What follows belongs to an exercise in optimizing a design on an open flow for small area, a short achievable clock period and few clock cycles per item; a production flow would make more cautious choices.
Only simulation tests tie the RTL to the original design; equivalence was not proved.
No activity file was given, so power comes from the tool's default toggle rates.

==> flow/design.v <==
`default_nettype none
package fifo_hexdump_pkg;
    localparam int BUF_BIT_AW  = 13;                   
    localparam int BUF_BYTE_AW = 10;                   
    localparam logic [7:0] CHAR_CR    = 8'h0D;
    localparam logic [7:0] CHAR_LF    = 8'h0A;
    localparam logic [7:0] CHAR_SPACE = 8'h20;
    localparam logic [3:0] P_IDLE  = 4'd0;             
    localparam logic [3:0] P_TITLE = 4'd1;             
    localparam logic [3:0] P_HI    = 4'd2;             
    localparam logic [3:0] P_LO    = 4'd3;             
    localparam logic [3:0] P_SP    = 4'd4;             
    localparam logic [3:0] P_CR    = 4'd5;             
    localparam logic [3:0] P_LF    = 4'd6;
    localparam logic [3:0] P_CR2   = 4'd7;             
    localparam logic [3:0] P_LF2   = 4'd8;
    localparam logic [3:0] P_DONE  = 4'd9;             
endpackage
`default_nettype wire
`timescale 1ns/1ns
`default_nettype none
module sipo_buffer #(
    parameter int NBYTES = 480
) (
    input  wire                                        MCLK,
    input  wire                                        buf_wr_en_n,
    input  wire  [fifo_hexdump_pkg::BUF_BIT_AW-1:0]    buf_wr_addr,
    input  wire                                        buf_wr_bit,
    input  wire  [fifo_hexdump_pkg::BUF_BYTE_AW-1:0]   rd_addr,
    output logic [7:0]                                 rd_data
);
    localparam int AW = fifo_hexdump_pkg::BUF_BYTE_AW;
    logic [AW-1:0] na;
    assign na = !buf_wr_en_n ? buf_wr_addr[fifo_hexdump_pkg::BUF_BIT_AW-1:3] : rd_addr;
    logic [7:0] p0_n, p1_n, p2_n;    
    logic [7:0] wsel;                
    logic       w_d;
    always_ff @(posedge MCLK) begin
        for (int i = 0; i < 8; i++) begin
            p0_n[i] <= (na[2:0] != 3'(i));
            p1_n[i] <= (na[5:3] != 3'(i));
            p2_n[i] <= (na[9:6] != 4'(i));
            wsel[i] <= !buf_wr_en_n && (buf_wr_addr[2:0] == 3'(7 - i));
        end
        w_d <= buf_wr_bit;
    end
    localparam int NB = (NBYTES + 7) / 8;
    logic [NB-1:0] blk_n;
    for (genvar j = 0; j < NB; j++) begin : g_blk
        assign blk_n[j] = p1_n[j % 8] | p2_n[j / 8];
    end
    logic [8*NBYTES-1:0] store;
    localparam int NG = (NB + 2) / 3;
    logic [3*NG-1:0] gblk;
    always_comb begin
        gblk = '0;
        for (int j = 0; j < NB; j++) gblk[j] = !blk_n[j];
    end
    logic [7:0] lane [8];
    for (genvar i = 0; i < 8; i++) begin : g_lane
        logic [24*NG-1:0] gdat;
        logic [8*NG-1:0]  gy_n;
        always_comb begin
            gdat = '0;
            for (int j = 0; j < NB; j++)
                if (8*j + i < NBYTES) gdat[8*j +: 8] = store[8*(8*j + i) +: 8];
        end
        for (genvar g = 0; g < NG; g++) begin : g_rd
            rd_group u_rd (
                .sel (gblk[3*g +: 3]),
                .d   (gdat[24*g +: 24]),
                .y_n (gy_n[8*g +: 8])
            );
        end
        always_comb begin
            lane[i] = '0;
            for (int g = 0; g < NG; g++) lane[i] = lane[i] | ~gy_n[8*g +: 8];
        end
    end
    always_comb begin
        rd_data = '0;
        for (int i = 0; i < 8; i++) rd_data = rd_data | (lane[i] & {8{!p0_n[i]}});
    end
    logic [7:0] wbyte;
    for (genvar c = 0; c < 8; c++) begin : g_merge
        assign wbyte[c] = wsel[c] ? w_d : rd_data[c];
    end
    logic [NBYTES-1:0] hold;
    row_hold #(
        .NBYTES (NBYTES)
    ) u_hold (
        .p0   (~p0_n),
        .blk  (gblk[NB-1:0]),
        .hold (hold)
    );
    logic [7:0]          wbyte_n;
    logic [8*NBYTES-1:0] store_d;
    assign wbyte_n = ~wbyte;
    for (genvar r = 0; r < NBYTES; r++) begin : g_row
        row_next u_next (
            .q      (store[8*r +: 8]),
            .sel_n  (hold[r]),
            .hold   (hold[r]),
            .w_n    (wbyte_n),
            .d      (store_d[8*r +: 8])
        );
        always_ff @(posedge MCLK) begin
            store[8*r +: 8] <= store_d[8*r +: 8];
        end
    end
endmodule
module row_hold #(
    parameter int NBYTES = 480
) (
    input  wire  [7:0]                    p0,
    input  wire  [(NBYTES + 7) / 8 - 1:0] blk,
    output logic [NBYTES-1:0]             hold
);
    for (genvar r = 0; r < NBYTES; r++) begin : g_hold
        assign hold[r] = !(p0[r % 8] & blk[r / 8]);
    end
endmodule
module row_next (
    input  wire  [7:0] q,
    input  wire        sel_n,
    input  wire        hold,
    input  wire  [7:0] w_n,
    output logic [7:0] d
);
    logic [7:0] kept_n;
    for (genvar c = 0; c < 8; c++) begin : g_bit
        nand2_cell u_keep (
            .a (q[c]),
            .b (hold),
            .y (kept_n[c])
        );
        oai21_cell u_next (
            .a1 (w_n[c]),
            .a2 (sel_n),
            .b1 (kept_n[c]),
            .y  (d[c])
        );
    end
endmodule
module nand2_cell (
    input  wire  a,
    input  wire  b,
    output logic y
);
    assign y = !(a && b);
endmodule
module oai21_cell (
    input  wire  a1,
    input  wire  a2,
    input  wire  b1,
    output logic y
);
    assign y = !((a1 || a2) && b1);
endmodule
module rd_group (
    input  wire  [2:0]  sel,
    input  wire  [23:0] d,
    output logic [7:0]  y_n
);
    assign y_n = ~((d[7:0] & {8{sel[0]}}) | (d[15:8] & {8{sel[1]}}) | (d[23:16] & {8{sel[2]}}));
endmodule
`default_nettype wire
`timescale 1ns/1ns
`default_nettype none
module text_rom (
    input  wire        boot,
    input  wire  [4:0] idx,
    output logic [7:0] ch
);
    localparam logic [32*8-1:0] BOOT_TITLE = {"BUBBLE MEMORY BOOT LOADER DUMP", 8'h0D, 8'h0A};
    localparam logic [12*8-1:0] USER_TITLE = "USER PAGE 0x";
    always_comb begin
        if (boot) ch = BOOT_TITLE[8*(31 - idx) +: 8];
        else if (idx < 5'd12) ch = USER_TITLE[8*(11 - idx) +: 8];
        else ch = fifo_hexdump_pkg::CHAR_SPACE;
    end
endmodule
`default_nettype wire
`timescale 1ns/1ns
`default_nettype none
module fifo_writer (
    input  wire        MCLK,
    input  wire        rst,
    input  wire        go,           
    input  wire        rel,          
    input  wire  [7:0] ch,           
    input  wire        txe_n,
    output logic       adv,          
    output logic [7:0] fifo_data,
    output logic       wr_n
);
    logic lo2;
    assign adv = !wr_n && !lo2;
    always_ff @(posedge MCLK) begin
        if (rst) begin
            wr_n <= 1'b1;
            lo2  <= 1'b0;
        end else if (!wr_n) begin
            wr_n <= lo2;
            lo2  <= !lo2;
        end else if (go && !rel && !txe_n) begin
            wr_n <= 1'b0;
        end
    end
    always_ff @(posedge MCLK) begin
        fifo_data[6:0] <= ch[6:0];
    end
    assign fifo_data[7] = 1'b0;      
endmodule
`default_nettype wire
`timescale 1ns/1ns
`default_nettype none
module message_sequencer #(
    parameter int BOOT_LINES     = 30,
    parameter int USER_LINES     = 8,
    parameter int BYTES_PER_LINE = 16
) (
    input  wire                                        MCLK,
    input  wire                                        rst,
    input  wire                                        send_boot_n,
    input  wire                                        send_user_n,
    input  wire                                        fifo_en_n,
    input  wire  [11:0]                                rel_page,
    output logic [fifo_hexdump_pkg::BUF_BYTE_AW-1:0]   rd_addr,
    input  wire  [7:0]                                 rd_data,
    input  wire                                        adv,
    output logic                                       go,
    output logic [7:0]                                 ch
);
    localparam int AW         = fifo_hexdump_pkg::BUF_BYTE_AW;
    localparam int BOOT_BYTES = BOOT_LINES * BYTES_PER_LINE;
    localparam int USER_BYTES = USER_LINES * BYTES_PER_LINE;
    localparam int BPL_W      = $clog2(BYTES_PER_LINE);
    logic [3:0]    pos;
    logic          boot;
    logic [4:0]    ti;
    logic [AW-1:0] b;
    assign rd_addr = b;
    logic req, rel;
    assign rel = send_boot_n && send_user_n;
    assign req = !rel && !fifo_en_n;
    logic last_title, line_end, dump_end;
    assign last_title = boot ? (ti == 5'd31) : (ti == 5'd16);
    assign line_end   = (b[BPL_W-1:0] == '0);            
    assign dump_end   = (b == (boot ? AW'(BOOT_BYTES) : AW'(USER_BYTES)));
    always_ff @(posedge MCLK) begin
        if (rst || rel) begin
            pos <= fifo_hexdump_pkg::P_IDLE;
        end else if (pos == fifo_hexdump_pkg::P_IDLE) begin
            if (req) begin
                pos  <= fifo_hexdump_pkg::P_TITLE;
                boot <= !send_boot_n;
                ti   <= '0;
                b    <= '0;
            end
        end else if (adv) begin
            case (pos)
                fifo_hexdump_pkg::P_TITLE: begin
                    ti <= ti + 5'd1;
                    if (last_title) pos <= fifo_hexdump_pkg::P_HI;
                end
                fifo_hexdump_pkg::P_HI: pos <= fifo_hexdump_pkg::P_LO;
                fifo_hexdump_pkg::P_LO: begin
                    b   <= b + AW'(1);                       
                    pos <= fifo_hexdump_pkg::P_SP;
                end
                fifo_hexdump_pkg::P_SP: pos <= line_end ? fifo_hexdump_pkg::P_CR : fifo_hexdump_pkg::P_HI;
                fifo_hexdump_pkg::P_CR:  pos <= fifo_hexdump_pkg::P_LF;
                fifo_hexdump_pkg::P_LF:  pos <= dump_end ? fifo_hexdump_pkg::P_CR2 : fifo_hexdump_pkg::P_HI;
                fifo_hexdump_pkg::P_CR2: pos <= fifo_hexdump_pkg::P_LF2;
                default:                 pos <= fifo_hexdump_pkg::P_DONE;
            endcase
        end
    end
    assign go = (pos == fifo_hexdump_pkg::P_IDLE) ? req : (pos != fifo_hexdump_pkg::P_DONE);
    function automatic logic [7:0] hexc(input logic [3:0] n);
        hexc = (n < 4'd10) ? (8'h30 + {4'h0, n}) : (8'h37 + {4'h0, n});
    endfunction
    logic [7:0] title_ch;
    text_rom u_text_rom (
        .boot (boot),
        .idx  (ti),
        .ch   (title_ch)
    );
    logic [7:0] user_tail;
    always_comb begin
        case (ti)
            5'd12:   user_tail = hexc(rel_page[11:8]);
            5'd13:   user_tail = hexc(rel_page[7:4]);
            5'd14:   user_tail = hexc(rel_page[3:0]);
            5'd15:   user_tail = fifo_hexdump_pkg::CHAR_CR;
            default: user_tail = fifo_hexdump_pkg::CHAR_LF;
        endcase
    end
    always_comb begin
        case (pos)
            fifo_hexdump_pkg::P_IDLE:  ch = send_boot_n ? "U" : "B";         
            fifo_hexdump_pkg::P_TITLE: ch = (boot || ti < 5'd12) ? title_ch : user_tail;
            fifo_hexdump_pkg::P_HI:    ch = hexc(rd_data[7:4]);
            fifo_hexdump_pkg::P_LO:    ch = hexc(rd_data[3:0]);
            fifo_hexdump_pkg::P_SP:    ch = fifo_hexdump_pkg::CHAR_SPACE;
            fifo_hexdump_pkg::P_CR,
            fifo_hexdump_pkg::P_CR2:   ch = fifo_hexdump_pkg::CHAR_CR;
            default:                   ch = fifo_hexdump_pkg::CHAR_LF;
        endcase
    end
endmodule
`default_nettype wire
`timescale 1ns/1ns
`default_nettype none
module fifo_hexdump_top #(
    parameter int BOOT_LINES     = 30,
    parameter int USER_LINES     = 8,
    parameter int BYTES_PER_LINE = 16
) (
    input  wire                                  MCLK,
    input  wire                                  rst,
    input  wire                                  buf_wr_en_n,
    input  wire  [fifo_hexdump_pkg::BUF_BIT_AW-1:0] buf_wr_addr,
    input  wire                                  buf_wr_bit,
    input  wire                                  send_boot_n,
    input  wire                                  send_user_n,
    input  wire  [11:0]                          rel_page,
    input  wire                                  fifo_en_n,
    input  wire                                  txe_n,
    output logic [7:0]                           fifo_data,
    output logic                                 wr_n
);
    localparam int MAX_LINES = (BOOT_LINES > USER_LINES) ? BOOT_LINES : USER_LINES;
    logic [fifo_hexdump_pkg::BUF_BYTE_AW-1:0] rd_addr;
    logic [7:0]                               rd_data;
    logic                                     go;
    logic                                     adv;
    logic [7:0]                               ch;
    sipo_buffer #(
        .NBYTES (MAX_LINES * BYTES_PER_LINE)
    ) u_sipo_buffer (
        .MCLK        (MCLK),
        .buf_wr_en_n (buf_wr_en_n),
        .buf_wr_addr (buf_wr_addr),
        .buf_wr_bit  (buf_wr_bit),
        .rd_addr     (rd_addr),
        .rd_data     (rd_data)
    );
    message_sequencer #(
        .BOOT_LINES     (BOOT_LINES),
        .USER_LINES     (USER_LINES),
        .BYTES_PER_LINE (BYTES_PER_LINE)
    ) u_message_sequencer (
        .MCLK        (MCLK),
        .rst         (rst),
        .send_boot_n (send_boot_n),
        .send_user_n (send_user_n),
        .fifo_en_n   (fifo_en_n),
        .rel_page    (rel_page),
        .rd_addr     (rd_addr),
        .rd_data     (rd_data),
        .adv         (adv),
        .go          (go),
        .ch          (ch)
    );
    fifo_writer u_fifo_writer (
        .MCLK      (MCLK),
        .rst       (rst),
        .go        (go),
        .rel       (send_boot_n && send_user_n),
        .ch        (ch),
        .txe_n     (txe_n),
        .adv       (adv),
        .fifo_data (fifo_data),
        .wr_n      (wr_n)
    );
endmodule
`default_nettype wire
==> flow/flow/run.sh <==
#!/bin/bash
# The standard ORFS flow (the standard.sh, unchanged synthesis), with the
# timing repair after CTS and after global routing asked to keep a setup
# margin, so that it works on the paths that set the achieved period.
set -euo pipefail
bash standard.sh SETUP_SLACK_MARGIN=19.0 finish > run_standard.log 2>&1
==> flow/standard.sh <==
#!/bin/bash
# synth_recipe.tcl (not shown) runs the flow's synth.tcl, then flattens the netlist and writes it again
# the make line also repeats each setting of config.mk as NAME=value (left out here)
make -C /OpenROAD-flow-scripts/flow DESIGN_CONFIG=/design/flow/config.mk WORK_HOME=/design/flow/orfs CLKGATE_MAP_FILE= SYNTH_SCRIPT=/design/flow/synth_recipe.tcl "${@:-finish}"
==> flow/config.mk <==
export PLATFORM = sky130hd
export DESIGN_NAME = fifo_hexdump_top
export DESIGN_NICKNAME = fifo_hexdump_top
export VERILOG_FILES = /design/flow/design.v
export SDC_FILE = /design/flow/constraint.sdc
export NUM_CORES = 8
export LEC_CHECK = 0
export ABC_CLOCK_PERIOD_IN_PS = 5000
export CAP_MARGIN = 20
export CORE_MARGIN = 2
export CORE_UTILIZATION = 60
export CTS_CLUSTER_DIAMETER = 80
export CTS_CLUSTER_SIZE = 28
export PLACE_DENSITY = 0.68
export SLEW_MARGIN = 20
export SYNTH_HIERARCHICAL = 1
export SYNTH_MINIMUM_KEEP_SIZE = 0
==> flow/constraint.sdc <==
create_clock -name core_clock -period 25.0 [get_ports {MCLK}]
set_input_delay 5.0000 -clock core_clock [delete_from_list [all_inputs] [get_ports {MCLK}]]
set_output_delay 5.0000 -clock core_clock [all_outputs]
set_load 0.01 [all_outputs]
==> impl_metrics.tcl, run 1 <==
set metrics [dict create \
    run_status "finished clean" \
    p_leak_nw 44.5 \
    ant_nets 0 \
    critical_path_required_ns 20.00 \
    crit_path_end_kind "output pin" \
    setup_viol 0 \
    critPathBufInv 1 \
    ioPinCount 42 \
    finalCoreUtilization_pct 64.2 \
    top_usage_layer "met2" \
    reg2reg_depth 12 \
    cp-start-kind "register" \
    use_met1_pct 50.4 \
    clk_latency_ns 0.87 \
    drc 0 \
    met2_usage_pct 54.5 \
    cap_violations 0 \
    cp.arrival_ns 1.31 \
    hold_start "u_sipo_buffer.store[572]" \
    drive_gt1_share_pct 3.96 \
    r2r-end "u_sipo_buffer.store[2962]" \
    r2r_setup_slack_ns 18.87 \
    num_rows 174 \
    cp_top_family "flip-flops" \
    coreArea_sq_um 225000 \
    ctsHoldBuffers 0 \
    grt_first_pass_wirelength_microns 651000 \
    drv_slew 0 \
    areaGrowthSynthToFinish_pct 6.46 \
    cts.sinks 3902 \
    cts_buffers 162 \
    syn-cell-area_sq_um 135000 \
    num_vias 118142 \
    gr-total-overflow 0 \
    tightest_slew_ns 1.27 \
    yosys_warnings 12 \
    die_h_microns 479 \
    wl_microns 436000 \
    gp_congestion 0.928 \
    rsz0062_at_grt "yes" \
    grt_pass1_vias 107036 \
    initial_utilization_pct 60.3 \
    finalClockSkew_ns 0.0386 \
    grt_max_degree 203 \
    slew_headroom_pct 15.6 \
    slowest_stage "dfxtp_2" \
    hold_depth 2 \
    die_width_microns 479 \
    whs_endpoint "u_sipo_buffer.store[572]" \
    firstDrtPassIters 13 \
    irDropWorstVdd_v 0.0000661 \
    io_buffers 40 \
    vias_per_cell 6.63 \
    cts_root_buffer "clkbuf_16" \
    p_per_area_nw_per_um2 67.3 \
    place_hpwl_microns 267000 \
    layout_common_cells "nand2_1, dfxtp_1, o21ai_1, a222oi_1, nand4_1" \
    fmax_mhz 159 \
    clkTransAtPathRegs_ns 0.10 \
    grtUsageMet3_pct 7.30 \
    wire_per_inst_microns 24.5 \
    cp_slowest_stage_delay_ns 0.36 \
    hold_violations 0 \
    setup_tns_ns 0 \
    grt_use_total_pct 36.0 \
    clock_path_buffers 3 \
    drt_iter0_drc 21828 \
    min_path_type "reg2reg" \
    syn_nets 14901 \
    fin_crit_sh_pct 25.2 \
    worstPathMaxFanout 3 \
    fin_nets 14821 \
    path_class "reg2out" \
    cp_cell_sequence "buf_6" \
    postSynthCellCount 14848 \
    die-area_sq_um 230000 \
    r2r_start "u_sipo_buffer.p1_n[3]" \
    cts_tree "yes" \
    htree_levels 4 \
    avgSynthCellArea_sq_um 9.12 \
    final_common_cell "nand2_1" \
    antenna_found_initial 14 \
    min_period_ns 6.31 \
]
[per-stage QoR]
stage / hold WS (ns) / instance area, sq um / setup slack, ns / power, mW / instances
6_report: 0.463 / 144000 / 18.69 / 9.71 / 17813
3_5_place_dp: 0.449 / 139000 / 17.03 / 6.64 / 17568
2_1_floorplan: 0.434 / 136000 / 18.77 / 6.56 / 14848
4_1_cts: 0.464 / 144000 / 18.62 / 9.75 / 17804
5_1_grt: 0.475 / 144000 / 18.64 / 9.99 / 17813
3_3_place_gp: 0.443 / 139000 / 17.17 / 6.63 / 17567
[worst reg2reg max path, stage by stage, from the launching register on]
cell and delay [ns]:
dfxtp_2 0.74, nor2_4 0.13, buf_4 0.29, buf_4 0.30
a222oi_1 0.72, nand4_1 0.42, nor3_1 0.49, a21oi_1 0.14
nor2_2 0.60, a41o_4 0.63, clkbuf_8 0.64, buf_8 0.64
o21ai_1 0.23
[what timing repair did]
item,in CTS,in global routing
pin swaps,11,4
gates resized for setup,115,34
setup buffers,7,4
cloned,14,2
endpoints found under the setup margin,3072,1031
[area by class of cell]
type | count | area [sq um]
sequential | 3902 | 78300
timing repair buffer | 225 | 2240
multi-input combinational | 10429 | 55100
antenna | 2 | 5.00
fill | 18856 | 80400
inverter | 48 | 200
tap | 2992 | 3740
clock buffer | 183 | 4250
clock inverter | 32 | 383
[routing by layer]
layer  up-vias  wire length (microns)
met5         -                     74
met4        10                  18000
met3       825                  47300
met2      6437                 190000
met1     56180                 181000
li1      54690                      -
[state kept, by name (all words and copies together) (netlist names)]
signal	count
u_fifo_writer.wr_n	1
u_message_sequencer.ti	5
u_sipo_buffer.p1_n	8
u_sipo_buffer.store	3840
u_message_sequencer.pos	4
u_fifo_writer.lo2	1
u_sipo_buffer.p0_n	8
u_message_sequencer.boot	1
u_message_sequencer.b	10
u_sipo_buffer.wsel	8
u_sipo_buffer.w_d	1
u_fifo_writer.fifo_data	7
u_sipo_buffer.p2_n	8
[report_power, final]
group,total (mW),internal [mW],leakage (nW),switching [mW]
combinational,0.219,0.0518,10.8,0.167
clock,3.20,1.27,2.26,1.93
sequential,6.29,6.26,31.4,0.0390
total,9.71,7.58,44.5,2.14
[worst max path at each step]
stage,from,endpoint,slack (ns),cells after the start
after global routing,u_fifo_writer.wr_n,wr_n,18.64,1
after global placement,u_sipo_buffer.p1_n[3],u_sipo_buffer.store[40],17.17,13
final,u_fifo_writer.wr_n,wr_n,18.69,1
after detailed placement,u_sipo_buffer.p1_n[3],u_sipo_buffer.store[1096],17.03,13
after floorplan,send_user_n,u_message_sequencer.b[0],18.77,3
after CTS,u_fifo_writer.wr_n,wr_n,18.62,1
Testbench counts, summed over its fixed seeds: cycles 57,008, chars 18,976.
==> run 2: changes to the inputs <==
==> flow/flow/run.sh (replaced) <==
#!/bin/bash
# The standard ORFS flow (the standard.sh, unchanged synthesis), with the
# timing repair after CTS and after global routing asked to keep a setup
# margin, so that it works on the paths that set the achieved period.
set -euo pipefail
bash standard.sh SETUP_SLACK_MARGIN=19.2 finish > run_standard.log 2>&1
==> run 2 against run 1 <==
Net effect:
- clock-buffer cell count grew 5
- total power grew 1.0%
- cell count grew 0.14%
==> impl_metrics.tcl, run 2 <==
set metrics [dict create \
    run_status "finished clean" \
    regMostFlops "u_sipo_buffer.store" \
    grt_use_total_pct 37.0 \
    ctsHoldBuffers 0 \
    syn_nets 14901 \
    drc 0 \
    final-seq-area_sq_um 78300 \
    multi_input_area_sq_um 55300 \
    htree_levels 4 \
    hold_start "u_sipo_buffer.store[3445]" \
    cp.arrival_ns 1.34 \
    cp-start-kind "register" \
    fmax_mhz 158 \
    areaGrowthSynthToFinish_pct 7.09 \
    clock_path_buffers 3 \
    cts.sinks 3902 \
    avgSynthCellArea_sq_um 9.12 \
    cp_top_family "flip-flops" \
    num_vias 118799 \
    r2r_start "u_sipo_buffer.p1_n[5]" \
    reg_top3 "u_sipo_buffer.store x3840, u_message_sequencer.b x10" \
    initial_utilization_pct 60.3 \
    slowest_stage "dfxtp_2" \
    whs_endpoint "u_sipo_buffer.store[3445]" \
    critPathBufInv 1 \
    p_per_area_nw_per_um2 67.6 \
    irDropWorstVdd_v 0.0000716 \
    vias_per_cell 6.66 \
    setup_tns_ns 0 \
    ioPinCount 42 \
    antenna_found_initial 11 \
    coreArea_sq_um 225000 \
    gp_congestion 0.955 \
    drt_iter0_drc 22564 \
    hold_violations 0 \
    firstDrtPassIters 11 \
    final_common_cell "nand2_1" \
    num_rows 174 \
    grt_pass1_vias 106080 \
    io_buffers 40 \
    min_path_type "reg2reg" \
    grt_max_degree 181 \
    critical_path_required_ns 20.00 \
    place_hpwl_microns 275000 \
    gr-total-overflow 0 \
    drive_gt1_share_pct 4.35 \
    cts_buffers 164 \
    die_h_microns 479 \
    rsz0062_at_grt "yes" \
    p_leak_nw 44.8 \
    clk_latency_ns 0.88 \
    finalClockSkew_ns 0.0332 \
    tightest_slew_ns 1.36 \
    layout_common_cells "nand2_1, dfxtp_1, o21ai_1, a222oi_1, nand4_1" \
    wire_per_inst_microns 25.2 \
    setup_viol 0 \
    path_class "reg2out" \
    finalCoreUtilization_pct 64.6 \
    syn-cell-area_sq_um 135000 \
    die_width_microns 479 \
    cap_violations 0 \
    wl_microns 449000 \
    cp_cell_sequence "buf_6" \
    clkTransAtPathRegs_ns 0.10 \
    cp_slowest_stage_delay_ns 0.37 \
    postSynthCellCount 14848 \
    crit_path_end_kind "output pin" \
    r2r-end "u_sipo_buffer.store[1944]" \
    die-area_sq_um 230000 \
    largest_reg_flops 3840 \
    min_period_ns 6.34 \
    fin_crit_sh_pct 25.4 \
    reg2reg_depth 13 \
    ant_nets 0 \
    cts_tree "yes" \
    hold_depth 2 \
    r2r_setup_slack_ns 19.03 \
    yosys_warnings 12 \
    cts_root_buffer "clkbuf_16" \
    worstPathMaxFanout 2 \
    fin_nets 14839 \
    grt_first_pass_wirelength_microns 663000 \
    drv_slew 0 \
    slew_headroom_pct 9.45 \
    fillers 18832 \
]
[run 2: cell count changes in the layout (fill, tap and decap cells not counted), sizes merged, moves of 5 or more]
cell           before  now
buf               189  200
clkbuf            185  192
clkdlybuf4s50      27   15
diode               2    7
dlygate4sd2         0   10
dlymetal6s2s        5    0
[run 2: layout make-up]
type                            count  area share (%)
Sequential cell                  3902            54.0
Multi-Input combinational cell  10433            38.1
Clock buffer                      188            3.09
Tap cell                         2992            2.58
Timing Repair Buffer              237            1.82
Clock inverter                     31           0.268
Inverter                           48           0.148
Antenna cell                        7          0.0121
[run 2: repair_timing]
item	4_1_cts	5_1_grt
gates cloned	20	3
resized for setup	179	37
pin swaps	19	14
setup endpoints to repair	3329	1520
buffers inserted	16	7
[run 2: through the flow]
step / instances / setup slack, ns / power, mW / instance area [sq um] / hold WS, ns
2_1_floorplan: 14848 / 18.77 / 6.56 / 136000 / 0.434
3_3_place_gp: 17565 / 16.76 / 6.63 / 139000 / 0.443
3_5_place_dp: 17565 / 16.70 / 6.64 / 139000 / 0.449
4_1_cts: 17820 / 18.63 / 9.84 / 145000 / 0.463
5_1_grt: 17833 / 18.60 / 10.1 / 145000 / 0.476
6_report: 17838 / 18.66 / 9.81 / 145000 / 0.462
[run 2: worst max-delay path by stage]
stage	start	to	slack, ns	depth (start not counted)
floorplan	send_user_n	u_message_sequencer.b[0]	18.77	3
global placement	u_sipo_buffer.p1_n[7]	u_sipo_buffer.store[1863]	16.76	14
detailed placement	u_sipo_buffer.p1_n[1]	u_sipo_buffer.store[1543]	16.70	13
CTS	u_fifo_writer.wr_n	wr_n	18.63	1
global route	u_fifo_writer.wr_n	wr_n	18.60	1
finish	u_fifo_writer.wr_n	wr_n	18.66	1
[run 2: worst register-to-register path, delay by kind of cell (launching register included)]
| family | cells | cell delay (ns) |
|---|---|---|
| AOI/OAI and AO/OA | 4 | 1.73 |
| buffers and inverters | 5 | 1.90 |
| DFF | 1 | 0.71 |
| and+or+nand+nor | 4 | 1.48 |
[run 2: metal layers]
layer	up-vias	GRT usage [%]	part of all wire, %
met2	6700	56.1	44
met4	6	16.3	4.7
met5	-	0	0.0089
met1	56457	51.9	41
li1	54757	-	-
met3	879	6.37	11
[run 2: power breakdown]
group / switching [mW] / total (mW) / internal, mW
Sequential: 0.0381 / 6.29 / 6.26
Combinational: 0.172 / 0.228 / 0.0552
Clock: 1.94 / 3.29 / 1.35
==> run 3: changes to the inputs <==
==> flow/flow/run.sh (replaced) <==
#!/bin/bash
# The standard ORFS flow (the standard.sh, unchanged synthesis), with
# the timing repair after CTS and after global routing asked to keep a setup
# margin, so that it works on the paths that set the achieved period, and
# with all pins on one edge of the die.
set -euo pipefail
here=$(pwd)
bash standard.sh SETUP_SLACK_MARGIN=19.0 IO_CONSTRAINTS="$here/flow/io.tcl" finish > run_standard.log 2>&1
==> flow/flow/io.tcl (new file) <==
# Keep every signal pin on the top edge, so that the control logic, the
# output registers and their port buffers all sit close together.
set_io_pin_constraint -region top:* -pin_names [get_object_name [concat [all_inputs] [all_outputs]]]
==> run 3 against run 2 <==
Net effect:
- the flow now stops in floorplan
- synthesized cell count is the same
- area after synthesis is the same
==> impl_metrics.tcl, run 3 <==
set metrics [dict create \
    run_status "did not finish" \
    lastStage "floorplan" \
    toolErrorMsg "Error: floorplan.tcl, 162 invalid command name \"get_object_name\"" \
    num_rows 174 \
    postSynthCellCount 14848 \
    die_h_microns 479 \
    avgSynthCellArea_sq_um 9.12 \
    initial_utilization_pct 60.3 \
    syn_nets 14901 \
    syn-cell-area_sq_um 135000 \
    die_width_microns 479 \
    yosys_warnings 12 \
]
==> run 4: changes to the inputs <==
==> flow/flow/io.tcl (replaced) <==
# Keep every signal pin on the top edge, so that the control logic, the
# output registers and their port buffers all sit close together.
set my_pins {}
foreach p [concat [all_inputs] [all_outputs]] { lappend my_pins [get_full_name $p] }
set_io_pin_constraint -region top:* -pin_names $my_pins
==> run 4 against run 3 <==
Net effect:
- now clean on timing, DRC and antenna
- area after synthesis unchanged
- synthesized cell count unchanged
==> impl_metrics.tcl, run 4 <==
set metrics [dict create \
    run_status "finished clean" \
    num_rows 174 \
    ant_nets 0 \
    drc 0 \
    crit_cells 1 \
    cts_tree "yes" \
    firstDrtPassIters 11 \
    clock_path_buffers 3 \
    rsz0062_at_grt "yes" \
    gp_congestion 0.930 \
    fin_crit_sh_pct 25.4 \
    r2r_setup_slack_ns 18.85 \
    crit_path_end_kind "output pin" \
    irDropWorstVdd_v 0.0000663 \
    vias_per_cell 6.64 \
    wire_per_inst_microns 25.0 \
    grt_first_pass_wirelength_microns 661000 \
    p_leak_nw 44.8 \
    cap_violations 0 \
    min_period_ns 6.35 \
    layout_common_cells "nand2_1, dfxtp_1, o21ai_1, a222oi_1, nand4_1" \
    areaGrowthSynthToFinish_pct 6.94 \
    grt_max_degree 185 \
    die_h_microns 479 \
    antenna_found_initial 24 \
    syn_nets 14901 \
    clkTransAtPathRegs_ns 0.09 \
    finalCoreUtilization_pct 64.5 \
    avgSynthCellArea_sq_um 9.12 \
    clk_latency_ns 0.90 \
    cp-start-kind "register" \
    final-seq-area_sq_um 78300 \
    cts_buffers 163 \
    slew_headroom_pct 10.3 \
    crit_start "u_fifo_writer.wr_n" \
    cp_top_family "flip-flops" \
    postSynthCellCount 14848 \
    p_per_area_nw_per_um2 67.5 \
    syn-cell-area_sq_um 135000 \
    fin_nets 14846 \
    r2r_start "u_sipo_buffer.p2_n[0]" \
    r2r-end "u_sipo_buffer.store[3454]" \
    cp_slowest_stage_delay_ns 0.37 \
    place_hpwl_microns 273000 \
    drv_slew 0 \
    crit_path_end "wr_n" \
    min_path_type "reg2reg" \
    setup_viol 0 \
    coreArea_sq_um 225000 \
    worstPathMaxFanout 2 \
    io_buffers 40 \
    cp.arrival_ns 1.35 \
    path_class "reg2out" \
    ioPinCount 42 \
    reg_top3 "u_sipo_buffer.store x3840, u_message_sequencer.b x10" \
    gr-total-overflow 0 \
    grt_pass1_vias 107701 \
    multi_input_area_sq_um 55100 \
    drive_gt1_share_pct 4.15 \
    slowest_stage "dfxtp_4" \
    regMostFlops "u_sipo_buffer.store" \
    placed_cell_area_sq_um 139000 \
    postLayoutCellArea_sq_um 145000 \
    die-area_sq_um 230000 \
    largest_reg_flops 3840 \
    drt_iter0_drc 22388 \
    setup_tns_ns 0 \
    cts.sinks 3902 \
    tightest_slew_ns 1.35 \
    die_width_microns 479 \
    cts_root_buffer "clkbuf_16" \
    fmax_mhz 157 \
    htree_levels 4 \
    critical_path_required_ns 20.00 \
    grt_use_total_pct 36.7 \
    cp_cell_sequence "buf_6" \
    wl_microns 447000 \
    ctsHoldBuffers 0 \
    yosys_warnings 12 \
    hold_violations 0 \
    fillers 19007 \
    finalClockSkew_ns 0.0422 \
    reg2reg_depth 12 \
    critPathBufInv 1 \
    final_common_cell "nand2_1" \
    num_vias 118459 \
    initial_utilization_pct 60.3 \
]
==> run 4: how the worst min path moves through the flow <==
stage,slack (ns),startpoint,endpoint,cells past startpoint
4_1_cts,0.46,u_sipo_buffer.store[751],u_sipo_buffer.store[751],2
6_report,0.46,u_sipo_buffer.store[3616],u_sipo_buffer.store[3616],2
5_1_grt,0.47,u_sipo_buffer.store[3828],u_sipo_buffer.store[3828],2
2_1_floorplan,0.43,u_sipo_buffer.store[100],u_sipo_buffer.store[100],2
3_3_place_gp,0.44,u_sipo_buffer.store[817],u_sipo_buffer.store[817],2
3_5_place_dp,0.45,u_sipo_buffer.store[830],u_sipo_buffer.store[830],2
==> run 4: per-layer routing <==
metal	routed length, microns	global-route usage, %	vias to the layer above	part of all wire (%)
li1	-	-	54748	-
met1	181000	50.0	56192	40
met2	199000	57.2	6639	45
met3	46800	6.41	860	10
met4	20100	16.2	20	4.5
met5	124	0	-	0.028
==> run 4: final cells by class <==
cell class / instances / area share (%)
Clock inverter: 40 / 0.382
Timing Repair Buffer: 250 / 1.91
Inverter: 48 / 0.138
Clock buffer: 182 / 2.91
Multi-Input combinational cell: 10428 / 38.0
Sequential cell: 3902 / 54.0
Tap cell: 2992 / 2.58
Antenna cell: 7 / 0.0121
==> run 4: through the flow <==
step | setup slack (ns) | hold slack [ns] | total power [mW] | cells
after floorplan | 18.77 | 0.434 | 6.56 | 14848
after global placement | 16.21 | 0.443 | 6.64 | 17579
after detailed placement | 16.95 | 0.450 | 6.64 | 17580
after CTS | 18.59 | 0.464 | 9.80 | 17826
after global routing | 18.61 | 0.475 | 10.0 | 17845
final | 18.65 | 0.462 | 9.78 | 17849
==> run 4: repair_timing <==
action | 4_1_cts | 5_1_grt
gates cloned | 14 | 5
pin swaps | 12 | 11
hold endpoints to repair | 0 | 0
setup endpoints to repair | 3393 | 1039
setup buffers | 10 | 8
resized for setup | 112 | 40
==> run 4: power breakdown <==
group / total, mW / internal [mW] / switching, mW / leakage, nW
Sequential: 6.29 / 6.26 / 0.0337 / 31.5
Clock: 3.26 / 1.32 / 1.94 / 2.33
Combinational: 0.231 / 0.0556 / 0.175 / 11.0
==> run 5: changes to the inputs <==
--- a/flow/design.v
+++ b/flow/design.v
@@ -32,12 +32,13 @@
     localparam int AW = fifo_hexdump_pkg::BUF_BYTE_AW;
     logic [AW-1:0] na;
     assign na = !buf_wr_en_n ? buf_wr_addr[fifo_hexdump_pkg::BUF_BIT_AW-1:3] : rd_addr;
-    logic [7:0] p0_n, p1_n, p2_n;    
+    logic [7:0] p0;                  
+    logic [7:0] p1_n, p2_n;          
     logic [7:0] wsel;                
     logic       w_d;
     always_ff @(posedge MCLK) begin
         for (int i = 0; i < 8; i++) begin
-            p0_n[i] <= (na[2:0] != 3'(i));
+            p0[i]   <= (na[2:0] == 3'(i));
             p1_n[i] <= (na[5:3] != 3'(i));
             p2_n[i] <= (na[9:6] != 4'(i));
             wsel[i] <= !buf_wr_en_n && (buf_wr_addr[2:0] == 3'(7 - i));
@@ -79,7 +80,7 @@
     end
     always_comb begin
         rd_data = '0;
-        for (int i = 0; i < 8; i++) rd_data = rd_data | (lane[i] & {8{!p0_n[i]}});
+        for (int i = 0; i < 8; i++) rd_data = rd_data | (lane[i] & {8{p0[i]}});
     end
     logic [7:0] wbyte;
     for (genvar c = 0; c < 8; c++) begin : g_merge
@@ -89,7 +90,7 @@
     row_hold #(
         .NBYTES (NBYTES)
     ) u_hold (
-        .p0   (~p0_n),
+        .p0   (p0),
         .blk  (gblk[NB-1:0]),
         .hold (hold)
     );
@@ -236,18 +237,20 @@
     localparam int BOOT_BYTES = BOOT_LINES * BYTES_PER_LINE;
     localparam int USER_BYTES = USER_LINES * BYTES_PER_LINE;
     localparam int BPL_W      = $clog2(BYTES_PER_LINE);
+    localparam int MAX_BYTES  = (BOOT_BYTES > USER_BYTES) ? BOOT_BYTES : USER_BYTES;
+    localparam int BW         = $clog2(MAX_BYTES + 1);
     logic [3:0]    pos;
     logic          boot;
     logic [4:0]    ti;
-    logic [AW-1:0] b;
-    assign rd_addr = b;
+    logic [BW-1:0] b;                
+    assign rd_addr = AW'(b);
     logic req, rel;
     assign rel = send_boot_n && send_user_n;
     assign req = !rel && !fifo_en_n;
     logic last_title, line_end, dump_end;
     assign last_title = boot ? (ti == 5'd31) : (ti == 5'd16);
     assign line_end   = (b[BPL_W-1:0] == '0);            
-    assign dump_end   = (b == (boot ? AW'(BOOT_BYTES) : AW'(USER_BYTES)));
+    assign dump_end   = (b == (boot ? BW'(BOOT_BYTES) : BW'(USER_BYTES)));
     always_ff @(posedge MCLK) begin
         if (rst || rel) begin
             pos <= fifo_hexdump_pkg::P_IDLE;
@@ -266,7 +269,7 @@
                 end
                 fifo_hexdump_pkg::P_HI: pos <= fifo_hexdump_pkg::P_LO;
                 fifo_hexdump_pkg::P_LO: begin
-                    b   <= b + AW'(1);                       
+                    b   <= b + BW'(1);                       
                     pos <= fifo_hexdump_pkg::P_SP;
                 end
                 fifo_hexdump_pkg::P_SP: pos <= line_end ? fifo_hexdump_pkg::P_CR : fifo_hexdump_pkg::P_HI;
==> flow/flow/run.sh (replaced) <==
#!/bin/bash
# The standard ORFS flow (the standard.sh, unchanged synthesis), with the
# timing repair after CTS and after global routing asked to keep a setup
# margin, so that it works on the paths that set the achieved period.
set -euo pipefail
bash standard.sh SETUP_SLACK_MARGIN=19.0 finish > run_standard.log 2>&1
removed: flow/flow/io.tcl
==> run 5 against run 4 <==
Net effect:
- synthesized cell count decreased by 0.65%
- sequential cell count decreased by 1
- sequential power about the same
- cell area decreased by 0.82%
- area after synthesis decreased by 0.24%
- worst setup slack improved by 0.014 ns
- sequential share of layout area increased by 0.44 points
- critical path depth unchanged
- hold slack improved by 0.0017 ns
- core utilization decreased by 0.47 points
- highest routed layer unchanged
- critical path type unchanged
- largest cell class unchanged
==> impl_metrics.tcl, run 5 <==
set metrics [dict create \
    run_status "finished clean" \
    final_common_cell "nand2_1" \
    htree_levels 4 \
    gp_congestion 0.897 \
    wl_microns 433000 \
    slew_headroom_pct 16.9 \
    cts_root_buffer "clkbuf_16" \
    grt_max_degree 199 \
    p_comb_share_pct 2.0 \
    num_vias 117224 \
    antenna_found_initial 24 \
    clk_latency_ns 0.88 \
    areaGrowthSynthToFinish_pct 6.33 \
    firstDrtPassIters 10 \
    syn-cell-area_sq_um 135000 \
    tightest_slew_ns 1.25 \
    syn_nets 14805 \
    postSynthCellCount 14752 \
    cap_violations 0 \
    cp_cell_sequence "buf_6" \
    regMostFlops "u_sipo_buffer.store" \
    min_period_ns 6.34 \
    placed_cells 17468 \
    fin_crit_sh_pct 25.4 \
    p_leak_nw 45.0 \
    grt_pass1_vias 107266 \
    cp-start-kind "register" \
    initial_utilization_pct 60.2 \
    crit_path_end_kind "output pin" \
    grt_first_pass_wirelength_microns 650000 \
    die-area_sq_um 229000 \
    seq_power_share_pct 64.9 \
    largest_reg_flops 3840 \
    worstPathMaxFanout 2 \
    finalClockSkew_ns 0.0389 \
    avgSynthCellArea_sq_um 9.16 \
    min_path_type "reg2reg" \
    num_rows 174 \
    cts_buffers 162 \
    p_per_area_nw_per_um2 67.4 \
    rsz0062_at_grt "yes" \
    slowest_stage "dfxtp_2" \
    setup_viol 0 \
    cp_slowest_stage_delay_ns 0.36 \
    hold_violations 0 \
    fmax_mhz 158 \
    place_hpwl_microns 269000 \
    ioPinCount 42 \
    coreArea_sq_um 224000 \
    die_h_microns 479 \
    irDropWorstVdd_v 0.0000724 \
    cts_tree "yes" \
    clkTransAtPathRegs_ns 0.10 \
    drive_gt1_share_pct 3.43 \
    wire_per_inst_microns 24.5 \
    path_class "reg2out" \
    grt_use_total_pct 35.9 \
    yosys_warnings 12 \
    layout_common_cells "nand2_1, dfxtp_1, o21ai_1, a222oi_1, nand4_1" \
    cp_top_family "flip-flops" \
    reg_top3 "u_sipo_buffer.store x3840, u_message_sequencer.b x9" \
    sw_frac_of_total_pct 21.9 \
    clock_path_buffers 3 \
    pwr-share-clk_pct 33.1 \
    gr-total-overflow 0 \
    r2r_setup_slack_ns 18.81 \
    drv_slew 0 \
    setup_tns_ns 0 \
    cts.sinks 3901 \
    critical_path_required_ns 20.00 \
    die_width_microns 479 \
    final-instance-count-excl-fill 17707 \
    drt_iter0_drc 20628 \
    power_switching_mw 2.12 \
    fin_nets 14708 \
    critPathBufInv 1 \
    io_buffers 40 \
    ant_nets 0 \
    vias_per_cell 6.62 \
    p_int_mw 7.56 \
    cp.arrival_ns 1.34 \
    drc 0 \
]
[run 5: path summary, 6_finish.rpt]
path | from | to | depth (start not counted)
setup / recovery | u_fifo_writer.wr_n | wr_n | 1
hold / removal | u_sipo_buffer.store[3043] | u_sipo_buffer.store[3043] | 2
setup reg to reg | u_sipo_buffer.p2_n[6] | u_sipo_buffer.store[1791] | 12
hold reg to reg | u_sipo_buffer.store[3043] | u_sipo_buffer.store[3043] | 2
[run 5: area by class of cell]
type / count / area [sq um]
fillers: 18926 / 80800
flip-flops and latches: 3901 / 78300
multi-input cells: 10344 / 54600
clock buffers: 184 / 4280
well taps: 2992 / 3740
repair buffers: 218 / 2280
clock inverters: 32 / 372
inverters: 28 / 105
diodes: 8 / 20.0
[run 5: layer usage]
metal  global-route usage, %  share of wire, %  routed length (microns)
met5                       0             0.020                       85
met3                    6.36                10                    45300
met1                    50.2                42                   180000
met4                    14.2               3.9                    17000
met2                    55.5                44                   191000
[run 5: per-stage QoR]
step | setup WS [ns] | total power [mW] | hold slack [ns] | instance area [sq um] | util [%]
2_1_floorplan | 11.44 | 6.54 | 0.433 | 136000 | -
6_report | 18.66 | 9.69 | 0.463 | 144000 | 64.0
3_5_place_dp | 17.78 | 6.61 | 0.449 | 139000 | 61.7
5_1_grt | 18.62 | 9.95 | 0.475 | 144000 | 64.0
3_3_place_gp | 17.88 | 6.60 | 0.443 | 139000 | 61.7
4_1_cts | 18.61 | 9.72 | 0.464 | 143000 | 63.9
[run 5: what timing repair did]
action | in CTS | in global routing
hold buffers | 0 | 0
pin swaps | 4 | 3
cloned | 3 | 1
endpoints found under the setup margin | 2240 | 1521
buffers inserted | 5 | 4
gates resized for setup | 95 | 30
[run 5: power groups by stage]
stage,combinational [mW],clock (mW),sequential (mW)
detailed placement,0.178,0,6.43
CTS,0.183,3.25,6.29
global placement,0.175,0,6.43
finish,0.190,3.21,6.29
global route,0.203,3.46,6.29
floorplan,0.133,0,6.41
Testbench counts of run 5, summed over its fixed seeds: cycles 57,008, chars 18,976.
==> run 6: changes to the inputs <==
==> flow/flow/run.sh (replaced) <==
#!/bin/bash
# The standard ORFS flow (the standard.sh, unchanged synthesis), with
# the timing repair after CTS and after global routing asked to keep a setup
# margin, so that it works on the paths that set the achieved period, and
# with plain buffers (not delay cells) on the ports.
set -euo pipefail
bash standard.sh SETUP_SLACK_MARGIN=19.0 "BUFFER_PORTS_ARGS=-buffer_cell sky130_fd_sc_hd__buf_2" finish > run_standard.log 2>&1
--- a/flow/config.mk
+++ b/flow/config.mk
@@ -9,8 +9,8 @@
 export CAP_MARGIN = 20
 export CORE_MARGIN = 2
 export CORE_UTILIZATION = 60
-export CTS_CLUSTER_DIAMETER = 80
-export CTS_CLUSTER_SIZE = 28
+export CTS_CLUSTER_DIAMETER = 50
+export CTS_CLUSTER_SIZE = 20
 export PLACE_DENSITY = 0.68
 export SLEW_MARGIN = 20
 export SYNTH_HIERARCHICAL = 1
==> run 6 against run 5 <==
Net effect:
- sequential share of layout area fell by 2.5 points
- synthesized cell count did not move
- sequential power barely moved
- core utilization up 3.0 points
- clock skew increased by 0.016 ns
- combinational power is 3% higher
- highest routed layer unchanged
- cell count grew 2.2%
- critical path depth stayed put
- critical endpoint unchanged
- worst setup slack got worse by 0.043 ns
==> impl_metrics.tcl, run 6 <==
set metrics [dict create \
    grt_use_total_pct 36.3 \
    cts_root_buffer "clkbuf_16" \
    fillers 18138 \
    largest_reg_flops 3840 \
    drt_iter0_drc 21893 \
    die_h_microns 479 \
    min_path_type "reg2reg" \
    cts_buffers 330 \
    ioPinCount 42 \
    clock_path_buffers 4 \
    regMostFlops "u_sipo_buffer.store" \
    setup_viol 0 \
    critical_path_required_ns 20.00 \
    path_class "reg2out" \
    grt_first_pass_wirelength_microns 657000 \
    place_hpwl_microns 266000 \
    grtUsageMet3_pct 6.56 \
    fmax_mhz 157 \
    cp_cell_sequence "buf_6" \
    drive_gt1_share_pct 6.03 \
    num_rows 174 \
    drv_slew 0 \
    clk_latency_ns 0.97 \
    wl_microns 437000 \
    worstPathMaxFanout 2 \
    fin_crit_sh_pct 25.5 \
    syn_nets 14805 \
    avgSynthCellArea_sq_um 9.16 \
    crit_path_end_kind "output pin" \
    gr-total-overflow 0 \
    initial_utilization_pct 60.2 \
    placed_cells 17476 \
    hold_violations 0 \
    htree_levels 5 \
    gp_congestion 0.891 \
    slowest_stage "dfxtp_2" \
    syn-cell-area_sq_um 135000 \
    cp.arrival_ns 1.38 \
    min_period_ns 6.38 \
    postSynthCellCount 14752 \
    r2r_setup_slack_ns 18.88 \
    clkTransAtPathRegs_ns 0.07 \
    final-instance-count-excl-fill 18094 \
    wire_per_inst_microns 24.2 \
    finalClockSkew_ns 0.0549 \
    antenna_found_initial 25 \
    use_met1_pct 49.5 \
    yosys_warnings 12 \
    p_leak_nw 48.3 \
    drc 0 \
    reg_top3 "u_sipo_buffer.store x3840, u_message_sequencer.b x9" \
    ant_nets 0 \
    vias_per_cell 6.58 \
    die-area_sq_um 229000 \
    fin_nets 14884 \
    irDropWorstVdd_v 0.0000700 \
    met2_usage_pct 56.7 \
    cp_slowest_stage_delay_ns 0.33 \
    run_status "finished clean" \
    areaGrowthSynthToFinish_pct 11.3 \
    coreArea_sq_um 224000 \
    cts_tree "yes" \
    cp_top_family "flip-flops" \
    critPathBufInv 1 \
    cap_violations 0 \
    firstDrtPassIters 13 \
    cts.sinks 3901 \
    io_buffers 40 \
    grt_pass1_vias 109978 \
    cp-start-kind "register" \
    grt_max_degree 190 \
    num_vias 119045 \
    die_width_microns 479 \
    tightest_slew_ns 1.07 \
    slew_headroom_pct 28.0 \
    layout_common_cells "nand2_1, dfxtp_1, o21ai_1, a222oi_1, clkbuf_16" \
    top_usage_layer "met2" \
    final_common_cell "nand2_1" \
    setup_tns_ns 0 \
    rsz0062_at_grt "yes" \
    p_per_area_nw_per_um2 79.0 \
]
-- run 6: report_power, final --
group          leakage (nW)  internal (mW)  switching (mW)
clock                  5.54           2.90            2.52
sequential             31.4           6.25          0.0350
combinational          11.4         0.0448           0.151
-- run 6: per-stage QoR --
step / worst slack, ns / cell area (sq um) / util, % / power [mW] / hold slack (ns)
4_1_cts: 18.56 / 150000 / 67.0 / 11.9 / 0.460
3_3_place_gp: 16.85 / 138000 / 61.6 / 6.60 / 0.442
5_1_grt: 18.56 / 150000 / 67.0 / 12.2 / 0.471
3_5_place_dp: 16.66 / 138000 / 61.6 / 6.61 / 0.449
2_1_floorplan: 11.44 / 136000 / - / 6.54 / 0.433
6_report: 18.62 / 150000 / 67.0 / 11.9 / 0.459
-- run 6: what timing repair did --
item / in CTS / in global routing
pin swaps: 11 / 6
gates cloned: 6 / 1
endpoints found under the setup margin: 2858 / 1270
hold buffers: 0 / 0
gates resized for setup: 86 / 34
setup buffers: 8 / 0
-- run 6: per-layer routing --
layer  vias to the layer above  part of all wire [%]
li1                      55012                     -
met1                     56457                    41
met2                      6624                    45
met3                       944                    10
met4                         8                   4.1
met5                         -                 0.012
-- run 6: final cells by class --
class	count	area, sq um	area share (%)
Multi-Input combinational cell	10344	54600	36.3
Timing Repair Buffer	226	2300	1.53
Clock inverter	214	2630	1.75
Clock buffer	374	8750	5.82
Antenna cell	15	37.5	0.0249
Tap cell	2992	3740	2.49
Inverter	28	105	0.0698
Sequential cell	3901	78300	52.0
-- run 6: path summary, 6_finish.rpt --
kind	startpoint	to	depth (start not counted)
setup / recovery	u_fifo_writer.wr_n	wr_n	1
hold / removal	u_sipo_buffer.store[2667]	u_sipo_buffer.store[2667]	2
setup reg to reg	u_sipo_buffer.p1_n[7]	u_sipo_buffer.store[2971]	11
hold reg to reg	u_sipo_buffer.store[2667]	u_sipo_buffer.store[2667]	2
==> run 7: changes to the inputs <==
--- a/flow/config.mk
+++ b/flow/config.mk
@@ -9,8 +9,8 @@
 export CAP_MARGIN = 20
 export CORE_MARGIN = 2
 export CORE_UTILIZATION = 60
-export CTS_CLUSTER_DIAMETER = 50
-export CTS_CLUSTER_SIZE = 20
+export CTS_CLUSTER_DIAMETER = 80
+export CTS_CLUSTER_SIZE = 28
 export PLACE_DENSITY = 0.68
 export SLEW_MARGIN = 20
 export SYNTH_HIERARCHICAL = 1
==> run 7 against run 6 <==
Net effect:
- sequential share of layout area up 2.4 points
- global-route usage down 0.59 points
- worst setup slack better by 0.074 ns
- total power down 18%
- core utilization down 2.9 points
- register-to-register slack better by 0.03 ns
- wire length down 1.4%
- area after synthesis unchanged
- maximum frequency up 1.2%
- non-clock buffer count up 1
- die area unchanged
==> impl_metrics.tcl, run 7 <==
set metrics [dict create \
    critical_path_required_ns 20.00 \
    fmax_mhz 159 \
    cp.arrival_ns 1.31 \
    syn-cell-area_sq_um 135000 \
    r2r_setup_slack_ns 18.91 \
    gr-total-overflow 0 \
    cts.sinks 3901 \
    setup_tns_ns 0 \
    setup_viol 0 \
    fin_nets 14719 \
    cts_tree "yes" \
    coreArea_sq_um 224000 \
    sw_frac_of_total_pct 21.7 \
    largest_reg_flops 3840 \
    slew_headroom_pct 28.5 \
    p_per_area_nw_per_um2 67.7 \
    grt_first_pass_wirelength_microns 646000 \
    wl_microns 431000 \
    grt_max_degree 190 \
    crit_path_end_kind "output pin" \
    num_vias 117163 \
    drv_slew 0 \
    min_period_ns 6.31 \
    cp_slowest_stage_delay_ns 0.33 \
    cp-start-kind "register" \
    worstPathMaxFanout 1 \
    vias_per_cell 6.61 \
    cap_violations 0 \
    clock_path_buffers 3 \
    p_comb_share_pct 2.0 \
    power_mw 9.74 \
    cp_cell_sequence "buf_2" \
    layout_common_cells "nand2_1, dfxtp_1, o21ai_1, a222oi_1, nand4_1" \
    cp_top_family "flip-flops" \
    hold_violations 0 \
    cts_root_buffer "clkbuf_16" \
    p_int_mw 7.62 \
    hold_slack_ns 0.464 \
    antenna_found_initial 18 \
    drive_gt1_share_pct 3.72 \
    cts_buffers 164 \
    power_switching_mw 2.12 \
    min_path_type "reg2reg" \
    regMostFlops "u_sipo_buffer.store" \
    place_hpwl_microns 266000 \
    path_class "reg2out" \
    drc 0 \
    die-area_sq_um 229000 \
    num_rows 174 \
    areaGrowthSynthToFinish_pct 6.50 \
    finalClockSkew_ns 0.0391 \
    p_leak_nw 45.2 \
    gp_congestion 0.891 \
    final_common_cell "nand2_1" \
    avgSynthCellArea_sq_um 9.16 \
    htree_levels 4 \
    grt_use_total_pct 35.7 \
    fin_crit_sh_pct 25.2 \
    die_width_microns 479 \
    die_h_microns 479 \
    pwr-share-clk_pct 33.5 \
    ant_nets 0 \
    slowest_stage "dfxtp_1" \
    drt_iter0_drc 21074 \
    fillers 18816 \
    wire_per_inst_microns 24.3 \
    grt_pass1_vias 107477 \
    critPathBufInv 1 \
    reg_top3 "u_sipo_buffer.store x3840, u_message_sequencer.b x9" \
    firstDrtPassIters 14 \
    initial_utilization_pct 60.2 \
    run_status "finished clean" \
    finalCoreUtilization_pct 64.1 \
    postSynthCellCount 14752 \
    rsz0062_at_grt "yes" \
    tightest_slew_ns 1.06 \
    syn_nets 14805 \
    clk_latency_ns 0.87 \
    ioPinCount 42 \
    irDropWorstVdd_v 0.0000754 \
    seq_power_share_pct 64.5 \
    io_buffers 40 \
    yosys_warnings 12 \
    clkTransAtPathRegs_ns 0.11 \
]
-- run 7: per-stage QoR --
stage / instances / setup WS, ns / cell area [sq um]
floorplan: 14752 / 11.44 / 136000
global placement: 17476 / 16.85 / 138000
detailed placement: 17476 / 16.66 / 138000
CTS: 17713 / 18.65 / 144000
global route: 17721 / 18.65 / 144000
finish: 17731 / 18.69 / 144000
-- run 7: worst paths after layout --
| path | startpoint | to | cells past startpoint |
|---|---|---|---|
| min reg2reg | u_sipo_buffer.store[2629] | u_sipo_buffer.store[2629] | 2 |
| min | u_sipo_buffer.store[2629] | u_sipo_buffer.store[2629] | 2 |
| max | u_fifo_writer.fifo_data[4] | fifo_data[4] | 1 |
| max reg2reg | u_sipo_buffer.p1_n[7] | u_sipo_buffer.store[2379] | 11 |
-- run 7: power groups by stage --
stage | registers, mW | logic (mW) | clock network, mW
2_1_floorplan | 6.41 | 0.133 | 0
3_5_place_dp | 6.43 | 0.179 | 0
6_report | 6.28 | 0.196 | 3.26
3_3_place_gp | 6.42 | 0.174 | 0
4_1_cts | 6.28 | 0.189 | 3.30
5_1_grt | 6.29 | 0.207 | 3.52
-- run 7: per-layer routing --
layer / track usage (%) / wire, microns / vias up
met5: 0 / 39 / -
met4: 13.7 / 16200 / 6
met3: 6.17 / 44900 / 719
met2: 56.1 / 193000 / 6374
met1: 49.2 / 177000 / 55696
li1: - / - / 54368
-- run 7: final cells by class --
class                           instances  area [sq um]  area share, %
Multi-Input combinational cell      10344         54600           37.9
Sequential cell                      3901         78300           54.4
Clock buffer                          194          4490           3.12
Clock inverter                         29           330          0.229
Timing Repair Buffer                  227          2330           1.62
Tap cell                             2992          3740           2.60
Antenna cell                           16          40.0         0.0278
Inverter                               28           105         0.0730
-- run 7: timing repair --
action | CTS | global route
buffers inserted | 8 | 0
hold buffers | 0 | 0
gates resized for setup | 85 | 29
pin swaps | 10 | 2
gates cloned | 6 | 2
setup endpoints to repair | 2878 | 1472
==> run 8: changes to the inputs <==
==> flow/flow/run.sh (replaced) <==
#!/bin/bash
# The standard ORFS flow (the standard.sh, unchanged synthesis), with
# the timing repair after CTS and after global routing asked to keep a setup
# margin, so that it works on the paths that set the achieved period; with
# resizing free to change a cell's footprint (detailed placement follows
# every repair); and with plain buffers (not delay cells) on the ports.
set -euo pipefail
bash standard.sh SETUP_SLACK_MARGIN=19.0 MATCH_CELL_FOOTPRINT=0 "BUFFER_PORTS_ARGS=-buffer_cell sky130_fd_sc_hd__buf_2" finish > run_standard.log 2>&1
==> run 8 against run 7 <==
Net effect:
- still clean
- hold slack about the same
- wire length up 4.7%
- global-route usage rose by 1.6 points
- register-to-register slack about the same
- core utilization about the same
- maximum frequency barely moved
- critical path type unchanged
- largest power group unchanged
==> impl_metrics.tcl, run 8 <==
set metrics [dict create \
    fmax_mhz 158 \
    wl_microns 451000 \
    critPathBufInv 1 \
    areaGrowthSynthToFinish_pct 6.51 \
    regMostFlops "u_sipo_buffer.store" \
    drv_slew 0 \
    cts_root_buffer "clkbuf_16" \
    power_mw 9.76 \
    postLayoutCellArea_sq_um 144000 \
    grt_pass1_vias 108275 \
    min_period_ns 6.31 \
    yosys_warnings 12 \
    wire_per_inst_microns 25.4 \
    gr-total-overflow 0 \
    htree_levels 4 \
    num_vias 118275 \
    min_path_type "reg2reg" \
    rsz0062_at_grt "yes" \
    cts.sinks 3901 \
    cts_tree "yes" \
    final-seq-area_sq_um 78300 \
    firstDrtPassIters 12 \
    clock_path_buffers 3 \
    final-instance-count-excl-fill 17749 \
    clk_latency_ns 0.88 \
    layout_setup_ws_ns 18.69 \
    grt_first_pass_wirelength_microns 666000 \
    finalClockSkew_ns 0.0329 \
    fillers 19014 \
    die_h_microns 479 \
    multi_input_area_sq_um 54600 \
    run_status "finished clean" \
    finalCoreUtilization_pct 64.1 \
    syn_nets 14805 \
    hold_violations 0 \
    placed_cells 17469 \
    place_hpwl_microns 276000 \
    drc 0 \
    cp.arrival_ns 1.31 \
    largest_reg_flops 3840 \
    cp_slowest_stage_delay_ns 0.34 \
    clkTransAtPathRegs_ns 0.10 \
    placed_cell_area_sq_um 138000 \
    drive_gt1_share_pct 3.82 \
    cts_buffers 164 \
    antenna_found_initial 42 \
    fin_nets 14728 \
    slew_headroom_pct 20.3 \
    drt_iter0_drc 22484 \
    crit_path_end_kind "output pin" \
    tightest_slew_ns 1.20 \
    postSynthCellCount 14752 \
    io_buffers 40 \
    p_leak_nw 45.1 \
    setup_tns_ns 0 \
    setup_viol 0 \
    critical_path_required_ns 20.00 \
    slowest_stage "dfxtp_2" \
    vias_per_cell 6.66 \
    final_common_cell "nand2_1" \
    grt_use_total_pct 37.3 \
    avgSynthCellArea_sq_um 9.16 \
    pre_cts_ws_ns 17.06 \
    fin_crit_sh_pct 25.3 \
    hold_slack_ns 0.464 \
    gp_congestion 0.918 \
    syn-cell-area_sq_um 135000 \
    reg_top3 "u_sipo_buffer.store x3840, u_message_sequencer.b x9" \
    layout_common_cells "nand2_1, dfxtp_1, o21ai_1, a222oi_1, nand4_1" \
    die-area_sq_um 229000 \
    cp_cell_sequence "buf_6" \
    num_rows 174 \
    p_per_area_nw_per_um2 67.8 \
    coreArea_sq_um 224000 \
    irDropWorstVdd_v 0.0000852 \
    worstPathMaxFanout 1 \
    ant_nets 0 \
    die_width_microns 479 \
    cap_violations 0 \
    cp_top_family "flip-flops" \
    grt_max_degree 187 \
    path_class "reg2out" \
    ioPinCount 42 \
    initial_utilization_pct 60.2 \
    cp-start-kind "register" \
]
run 8: per-layer routing:
layer  vias up  track usage [%]  wire (microns)  share of wire [%]
met4        12             19.6           24500                5.4
met5         -                0              83              0.018
met3       889             6.37           47000                 10
met1     56333             50.2          180000                 40
met2      6602             57.6          199000                 44
li1      54439                -               -                  -
run 8: area by class of cell:
| type | count | share of cell area, % |
|---|---|---|
| flip-flops and latches | 3901 | 54.4 |
| multi-input cells | 10345 | 37.9 |
| repair buffers | 235 | 1.61 |
| diodes | 25 | 0.0435 |
| clock inverters | 41 | 0.367 |
| clock buffers | 182 | 2.97 |
| inverters | 28 | 0.0730 |
| well taps | 2992 | 2.60 |
run 8: worst paths after layout:
path / depth (start not counted) / start / endpoint / slack, ns
max: 1 / u_fifo_writer.fifo_data[6] / fifo_data[6] / 18.69
min reg2reg: 2 / u_sipo_buffer.store[1102] / u_sipo_buffer.store[1102] / 0.46
max reg2reg: 13 / u_sipo_buffer.p1_n[2] / u_sipo_buffer.store[1075] / 18.92
min: 2 / u_sipo_buffer.store[1102] / u_sipo_buffer.store[1102] / 0.46
run 8: report_power, final:
part,total [mW],switching [mW],internal [mW],leakage [nW]
Clock,3.27,1.96,1.32,2.35
Sequential,6.29,0.0354,6.25,31.4
Combinational,0.201,0.156,0.0449,11.3
Total,9.76,2.15,7.61,45.1
run 8: timing repair:
action / CTS / global route
endpoints found under the setup margin: 2344 / 1485
pin swaps: 10 / 11
hold endpoints to repair: 0 / 0
resized for setup: 87 / 22
gates cloned: 12 / 3
buffers inserted: 10 / 7
hold buffers: 0 / 0
==> run 9: changes to the inputs <==
--- a/flow/flow/run.sh
+++ b/flow/flow/run.sh
@@ -5,4 +5,4 @@
 # resizing free to change a cell's footprint (detailed placement follows
 # every repair); and with plain buffers (not delay cells) on the ports.
 set -euo pipefail
-bash standard.sh SETUP_SLACK_MARGIN=19.0 MATCH_CELL_FOOTPRINT=0 "BUFFER_PORTS_ARGS=-buffer_cell sky130_fd_sc_hd__buf_2" finish > run_standard.log 2>&1
+bash standard.sh SETUP_SLACK_MARGIN=19.3 MATCH_CELL_FOOTPRINT=0 "BUFFER_PORTS_ARGS=-buffer_cell sky130_fd_sc_hd__buf_2" finish > run_standard.log 2>&1
==> run 9 against run 8 <==
Net effect:
- first-iteration DRC count grew 0.99%
- register-to-register slack gained 0.27 ns
- combinational power grew 2%
- still clean
- clock power is essentially flat
- wire length grew 0.41%
- area after synthesis is the same
==> impl_metrics.tcl, run 9 <==
set metrics [dict create \
    run_status "finished clean" \
    r2r_setup_slack_ns 19.19 \
    use_met1_pct 50.5 \
    die_h_microns 479 \
    syn_nets 14805 \
    grt_first_pass_wirelength_microns 670000 \
    num_rows 174 \
    cp.arrival_ns 1.31 \
    crit_path_end "fifo_data[6]" \
    ctsHoldBuffers 0 \
    finalClockSkew_ns 0.0318 \
    cts_tree "yes" \
    die-area_sq_um 229000 \
    postSynthCellCount 14752 \
    worstPathMaxFanout 1 \
    num_vias 118510 \
    cp_top_family "flip-flops" \
    r2r-end "u_sipo_buffer.store[1203]" \
    met2_usage_pct 58.0 \
    irDropWorstVdd_v 0.0000854 \
    antenna_found_initial 43 \
    placed_cells 17469 \
    fin_nets 14736 \
    ant_nets 0 \
    gr-total-overflow 0 \
    min_period_ns 6.31 \
    io_buffers 40 \
    p_leak_nw 45.2 \
    drive_gt1_share_pct 3.98 \
    yosys_warnings 12 \
    crit_start "u_fifo_writer.fifo_data[6]" \
    crit_cells 1 \
    finalCoreUtilization_pct 64.3 \
    layout_common_cells "nand2_1, dfxtp_1, o21ai_1, a222oi_1, nand4_1" \
    tightest_slew_ns 1.19 \
    clk_latency_ns 0.88 \
    critPathBufInv 1 \
    vias_per_cell 6.68 \
    reg_top3 "u_sipo_buffer.store x3840, u_message_sequencer.b x9" \
    placed_cell_area_sq_um 138000 \
    critical_path_required_ns 20.00 \
    wire_per_inst_microns 25.5 \
    drv_slew 0 \
    pre_cts_ws_ns 17.06 \
    areaGrowthSynthToFinish_pct 6.71 \
    slowest_stage "dfxtp_2" \
    fmax_mhz 158 \
    cts_root_buffer "clkbuf_16" \
    final_common_cell "nand2_1" \
    grt_pass1_vias 108586 \
    regMostFlops "u_sipo_buffer.store" \
    cts_buffers 164 \
    p_per_area_nw_per_um2 67.7 \
    die_width_microns 479 \
    cp_cell_sequence "buf_6" \
    r2r_start "u_sipo_buffer.p1_n[2]" \
    hold_violations 0 \
    min_path_type "reg2reg" \
    cp-start-kind "register" \
    largest_reg_flops 3840 \
    gp_congestion 0.918 \
    grt_max_degree 187 \
    fillers 18983 \
    initial_utilization_pct 60.2 \
    top_usage_layer "met2" \
    clkTransAtPathRegs_ns 0.10 \
    path_class "reg2out" \
    avgSynthCellArea_sq_um 9.16 \
    cp_slowest_stage_delay_ns 0.34 \
    ioPinCount 42 \
    htree_levels 4 \
    slew_headroom_pct 20.6 \
    syn-cell-area_sq_um 135000 \
    coreArea_sq_um 224000 \
    fin_crit_sh_pct 25.3 \
    place_hpwl_microns 276000 \
    reg2reg_depth 14 \
    setup_tns_ns 0 \
    drt_iter0_drc 22707 \
    layout_setup_ws_ns 18.69 \
    setup_viol 0 \
    grt_use_total_pct 37.6 \
    firstDrtPassIters 13 \
    rsz0062_at_grt "yes" \
    clock_path_buffers 3 \
    final-instance-count-excl-fill 17753 \
    cts.sinks 3901 \
    cap_violations 0 \
    postLayoutCellArea_sq_um 144000 \
    drc 0 \
    wl_microns 453000 \
    crit_path_end_kind "output pin" \
    grtUsageMet3_pct 6.52 \
]
[run 9: stage by stage]
stage / hold slack, ns / total power [mW]
final: 0.462 / 9.76
after CTS: 0.465 / 9.79
after global placement: 0.442 / 6.60
after floorplan: 0.433 / 6.54
after detailed placement: 0.449 / 6.61
after global routing: 0.475 / 10.0
[run 9: layer usage]
layer,up-vias,wire [microns]
met2,6700,199000
met1,56380,181000
li1,54464,-
met3,944,47700
met5,-,147
met4,22,25500
[run 9: worst min path at each step]
stage	from	end	slack (ns)	cells past startpoint
6_report	u_sipo_buffer.store[1322]	u_sipo_buffer.store[1322]	0.46	2
5_1_grt	u_sipo_buffer.store[1105]	u_sipo_buffer.store[1105]	0.47	2
4_1_cts	u_sipo_buffer.store[1322]	u_sipo_buffer.store[1322]	0.46	2
3_5_place_dp	u_sipo_buffer.store[547]	u_sipo_buffer.store[547]	0.45	2
3_3_place_gp	u_sipo_buffer.store[2344]	u_sipo_buffer.store[2344]	0.44	2
2_1_floorplan	u_sipo_buffer.store[1598]	u_sipo_buffer.store[1598]	0.43	2
[run 9: timing repair]
action                      CTS  global route
setup buffers                19             4
gates resized for setup     111            32
pin swaps                    21            15
setup endpoints to repair  3124          1196
cloned                       16             1
[run 9: final cells by class]
class | count | area (sq um) | share of cell area, %
sequential | 3901 | 78300 | 54.3
tap | 2992 | 3740 | 2.60
clock inverter | 41 | 528 | 0.366
timing repair buffer | 243 | 2500 | 1.73
inverter | 28 | 105 | 0.0729
antenna | 21 | 52.6 | 0.0364
multi-input combinational | 10345 | 54700 | 37.9
clock buffer | 182 | 4280 | 2.96
[run 9: power by group]
part | switching (mW) | internal, mW
logic | 0.158 | 0.0468
registers | 0.0352 | 6.25
clock network | 1.96 | 1.32

[port drivers added, routing unchanged]
No port has a modelled driver above. Below, the same layouts with a new extraction and two added sets of constraints. Step 1 assumes that a clkbuf_16 drives the clock port and a buf_2 every other input. Step 2 moves the port delays by t, midway between the first and last clock arrival at a register: inputs arrive t later, outputs are due t later. That takes back most of the time a late clock gives input paths. Slacks: ideal ports / drivers / drivers and shift; pairs: ideal ports / drivers.
run	t, ns	setup slack, ns	worst setup path after step 2
run 1	0.946	18.695 / 18.601 / 18.195	input to register
run 2	0.956	18.662 / 18.566 / 18.191	input to register
run 4	0.982	18.647 / 18.543 / 18.041	input to register
run 5	0.957	18.661 / 18.568 / 18.138	input to register
run 6	1.035	18.618 / 18.525 / 17.926	input to register
run 7	0.943	18.692 / 18.599 / 18.057	input to register
run 8	0.956	18.687 / 18.595 / 18.249	input to register
run 9	0.974	18.686 / 18.576 / 18.300	input to register
After both steps every run listed still meets setup and hold. For run 6, which loses most, drivers alone change the setup slack by -0.093 ns; drivers and shift together by -0.692 ns.
